Background: an optimization exercise with open tools, aiming at small area, a short achievable clock period and few clock cycles per item. Do not read the settings as production practice.
At most, simulation tests tie the RTL to the original design; equivalence was not proved.
No activity file was given, so power comes from the tool's default toggle rates.

Setup of build 62:
Design motor_speed_pi_pid_control_core, start of the top module:
module motor_speed_pi_pid_control_core #(
    parameter int SAMPLE_WIDTH   = 16,
    parameter int GAIN_FRAC_BITS = 8,
    parameter int ACC_WIDTH      = 48
) (
    input  wire logic                                   i_clk,
    input  wire logic                                   i_rst_n,
    input  wire logic                                   i_s_axis_tvalid,
    output      logic                                   o_s_axis_tready,
    input  wire logic [((2*SAMPLE_WIDTH+1+7)/8)*8-1:0]  i_s_axis_tdata,
    output      logic                                   o_m_axis_tvalid,
    input  wire logic                                   i_m_axis_tready,
    output      logic [mspc_pkg::OUT_DATA_W-1:0]        o_m_axis_tdata,
    input  wire logic                                   i_cfg_we,
    input  wire logic [mspc_pkg::CFG_ADDR_W-1:0]        i_cfg_addr,
    input  wire logic [mspc_pkg::CFG_DATA_W-1:0]        i_cfg_wdata
);
Size: ~37000 um2 of cells after synthesis.
export LEC_CHECK = 0
export ABC_AREA = 1
export CAP_MARGIN = 20
export CORE_MARGIN = 2
export CORE_UTILIZATION = 55
export CTS_CLUSTER_DIAMETER = 100
export CTS_CLUSTER_SIZE = 20
export PLACE_DENSITY = 0.6
export SLEW_MARGIN = 20
create_clock -name core_clock -period 20.0 [get_ports {i_clk}]
standard.sh (not shown) runs the stock make flow with config.mk's settings and CLKGATE_MAP_FILE= SYNTH_SCRIPT=/design/flow/synth_recipe.tcl, a recipe that flattens the netlist after the stock synthesis.
==> flow/flow/run.sh <==
#!/bin/bash
set -euo pipefail
MARGIN=${MARGIN:-14.7}
sed 's/yosys synth -nofsm -noshare/yosys synth -nofsm -noshare -noabc/' synth_recipe.tcl > synth_noabc.tcl
bash standard.sh SYNTH_SCRIPT="$PWD/synth_noabc.tcl" SYNTH_OPERATIONS_ARGS=-booth SETUP_SLACK_MARGIN=$MARGIN \
    "BUFFER_PORTS_ARGS=-buffer_cell sky130_fd_sc_hd__buf_2" finish > standard_flow.log 2>&1
Build 62 reached the final stage; the timing, design-rule and antenna checks on its layout passed.
Testbench counts of build 62, summed over its fixed seeds: cycles 19,416, items 19,200.
diff inputs: build 62 => build 74
- a change of PLACE_DENSITY from 0.6 to 0.55
### Flow results
Build 74: all stages complete, timing, DRC and antenna checks passed
Global-route usage (lower): build 62
Re total power: build 74 and build 62 aren't equal, and the higher value belongs to build 74.
Post-route clock period utilization of build 74 is on par with build 62.
Build 74 vs. build 62: share of power burned in combinational logic went up 1.2 points; cell area after layout went up about 1.5%.
Setup changes, build 74 to build 55
- PLACE_DENSITY now 0.65, was 0.55
## What came out
Comparing build 74 and build 55, the higher wire length of the first global-routing pass is on build 74.
Compared with build 74, in build 55 non-clock buffer count fell 4.7%, cell area after layout fell 380 um2, worst hold slack about even, switching power as a share of total power fell 0.43 points.
Diff build 74..build 55 | count of buffering cells on the critical path with inverters included | unchanged
Going from build 74 to build 55, the design internal power was found to have gone up by 0.53%.
Build 74 → build 55: total via count after detailed routing shrank by 2.8%; wire length moved down; cell count after placement now sits at about the same level; worst max-slew margin expressed relative to the limit shrank by 12 points.
[inputs] build 23 vs build 55
- PLACE_DENSITY changed from 0.65 to 0.7
[summary]
The higher worst-case setup margin in the final layout of build 23 and build 55 is in build 55. Between build 55 and build 23, the flow reports overall power of the completed layout increasing by a few percent. Looking only at number of buffers and inverters on the critical path, and setting everything else aside, the higher value of build 23 and build 55 goes to build 23. Diff build 55 -> build 23: number of global-route vias before repair increased by 840 relative to the old numbers, share of power burned in the clock network decreased by 0.6 points relative to the old numbers, hold slack closely matched the old numbers, number of antenna violations at the first check in global routing increased by 4 relative to the old numbers. Between build 23 and build 55, the difference in final cell count without fillers is negligible. Worst slack at placement in build 23 is 0.095 ns lower than in build 55.

Another version of the RTL of motor_speed_pi_pid_control_core (not shown whole).
Size: ~380 flip-flops, ~90 I/O pins.
Settings: LEC_CHECK=0, ABC_AREA=1, CAP_MARGIN=20, CORE_MARGIN=2, CORE_UTILIZATION=55, PLACE_DENSITY=0.7, SLEW_MARGIN=20; clock period 20.0 ns.
==> flow/flow/run.sh <==
#!/bin/bash
set -euo pipefail
MARGIN=${MARGIN:-14.9}
sed 's/yosys synth -nofsm -noshare/yosys synth -nofsm -noshare -noabc/' synth_recipe.tcl > synth_noabc.tcl
bash standard.sh SYNTH_SCRIPT="$PWD/synth_noabc.tcl" SYNTH_OPERATIONS_ARGS=-booth SETUP_SLACK_MARGIN=$MARGIN \
    "BUFFER_PORTS_ARGS=-buffer_cell sky130_fd_sc_hd__buf_2" finish > standard_flow.log 2>&1
The starting point went through all stages and came out clean.
Then changed:
--- a/flow/flow/run.sh
+++ b/flow/flow/run.sh
@@ -3 +3 @@
-MARGIN=${MARGIN:-14.9}
+MARGIN=${MARGIN:-14.7}
=> Flip-flop and latch count stays the same; synthesized area stays the same; clock skew drops by 7.8 ps; non-clock buffer count drops by 98; cell area drops by about 3.6%; worst hold slack gains 5.7 ps.
No functional check of the RTL was part of any run of this note.

== run A ==
Another version of the RTL of motor_speed_pi_pid_control_core (not shown whole).
Size: ~390 flip-flops, about 90 I/O pins, ~0.038 sq mm of cells after synthesis.
clock: 20.0 ns
lec_check: 0
abc_area: 1
cap_margin: 20
core_margin: 2
core_utilization: 65
place_density: 0.8
slew_margin: 20
==> flow/flow/run.sh <==
#!/bin/bash
set -euo pipefail
MARGIN=${MARGIN:-14.5}
sed 's/yosys synth -nofsm -noshare/yosys synth -nofsm -noshare -noabc/' synth_recipe.tcl > synth_noabc.tcl
bash standard.sh SYNTH_SCRIPT="$PWD/synth_noabc.tcl" SYNTH_OPERATIONS_ARGS=-booth SETUP_SLACK_MARGIN=$MARGIN \
    "BUFFER_PORTS_ARGS=-buffer_cell sky130_fd_sc_hd__buf_2" finish > standard_flow.log 2>&1
The following lists how run B was set up differently from run A:
Settings: PLACE_DENSITY: 0.8 -> 0.7; CORE_UTILIZATION: 65 -> 55.
==> flow/flow/run.sh <==
#!/bin/bash
set -euo pipefail
MARGIN=${MARGIN:-14.5}
sed 's/yosys synth -nofsm -noshare/yosys synth -nofsm -noshare -noabc/' synth_recipe.tcl > synth_noabc.tcl
bash standard.sh SYNTH_SCRIPT="$PWD/synth_noabc.tcl" SETUP_SLACK_MARGIN=$MARGIN \
    "BUFFER_PORTS_ARGS=-buffer_cell sky130_fd_sc_hd__buf_2" finish > standard_flow.log 2>&1
[summary]
Looking at internal power contribution across both flows, run B is the weaker of the two, with run A ahead. Part of the power in registers | run B below run A. Compared to run A, run B has final critical path time including I/O delays and setup 0.27 ns lower. Compared with run A, run B shows setup slack higher by 0.27 ns. The run showing the greater final standard cell utilization of the core is run A.
## Diff of input files: run C against run B
==> flow/flow/run.sh <==
#!/bin/bash
set -euo pipefail
MARGIN=${MARGIN:-15}
sed 's/yosys synth -nofsm -noshare/yosys synth -nofsm -noshare -noabc/' synth_recipe.tcl > synth_noabc.tcl
bash standard.sh SYNTH_SCRIPT="$PWD/synth_noabc.tcl" SYNTH_OPERATIONS_ARGS=-booth SETUP_SLACK_MARGIN=$MARGIN \
    "BUFFER_PORTS_ARGS=-buffer_cell sky130_fd_sc_hd__buf_2" finish > standard_flow.log 2>&1
==> comparison <==
Run C ran to completion and came out clean on the timing, design-rule and antenna checks.
Compared run C vs run B, and wire length is up in run C.
The run showing the greater final HPWL from detailed placement is run B.
Diff run B and run C: sequential power share lower in run B
From run B to run C the numbers moved as follows: leakage power of the design grew by about 2%; global-route usage grew by 4.3 points; maximum frequency shrank by 0.0054 GHz; register-to-register slack shrank by 0.17 ns.
Layout overhead on the synthesized area delta for run C relative to run B: 13 points higher
Compared with run B, run C instantiates a smaller number of standard cells.
~same total sequential power in run B and run C
No functional check of the RTL was part of any run of this note.

==> port drivers added, routing unchanged <==
No port has a modelled driver above. Below, the same layouts with a new extraction and two added sets of constraints. Step 1: set_driving_cell puts a clkbuf_16 on i_clk and a buf_2 on each other input, an assumption about the parent block. Step 2 times the ports against the registers' clock, not the clock port: input delays grow and output delays shrink by t, the midpoint of the rising clock arrivals with the driver on. Three values: ideal ports, drivers, drivers and shift; two values: the first two.
run	t (ns)	setup WS [ns]	worst hold slack (ns)	latest minus earliest clock arrival (ns)
build 62	0.696	14.736 / 14.698 / 14.167	0.425 / 0.425 / 0.425	0.038 / 0.038
build 74	0.674	14.763 / 14.693 / 14.164	0.424 / 0.424 / 0.424	0.030 / 0.030
build 55	0.692	14.773 / 14.707 / 14.168	0.426 / 0.426 / 0.426	0.032 / 0.032
build 23	0.659	14.707 / 14.715 / 14.062	0.428 / 0.428 / 0.428	0.037 / 0.037
the first run of note 2	0.647	14.725 / 14.725 / 14.227	0.427 / 0.427 / 0.427	0.028 / 0.028
the second run of note 2	0.655	14.723 / 14.723 / 14.166	0.433 / 0.433 / 0.433	0.019 / 0.019
run A	0.644	14.267 / 14.267 / 14.017	0.432 / 0.432 / 0.432	0.032 / 0.032
run B	0.657	14.532 / 14.532 / 14.076	0.433 / 0.433 / 0.433	0.047 / 0.047
run C	0.660	14.367 / 14.367 / 14.367	0.415 / 0.415 / 0.415	0.056 / 0.056
After both steps every run listed still meets setup and hold. The setup slack of build 23, which loses most, moves by +0.008 ns with the drivers and by -0.645 ns with both steps.
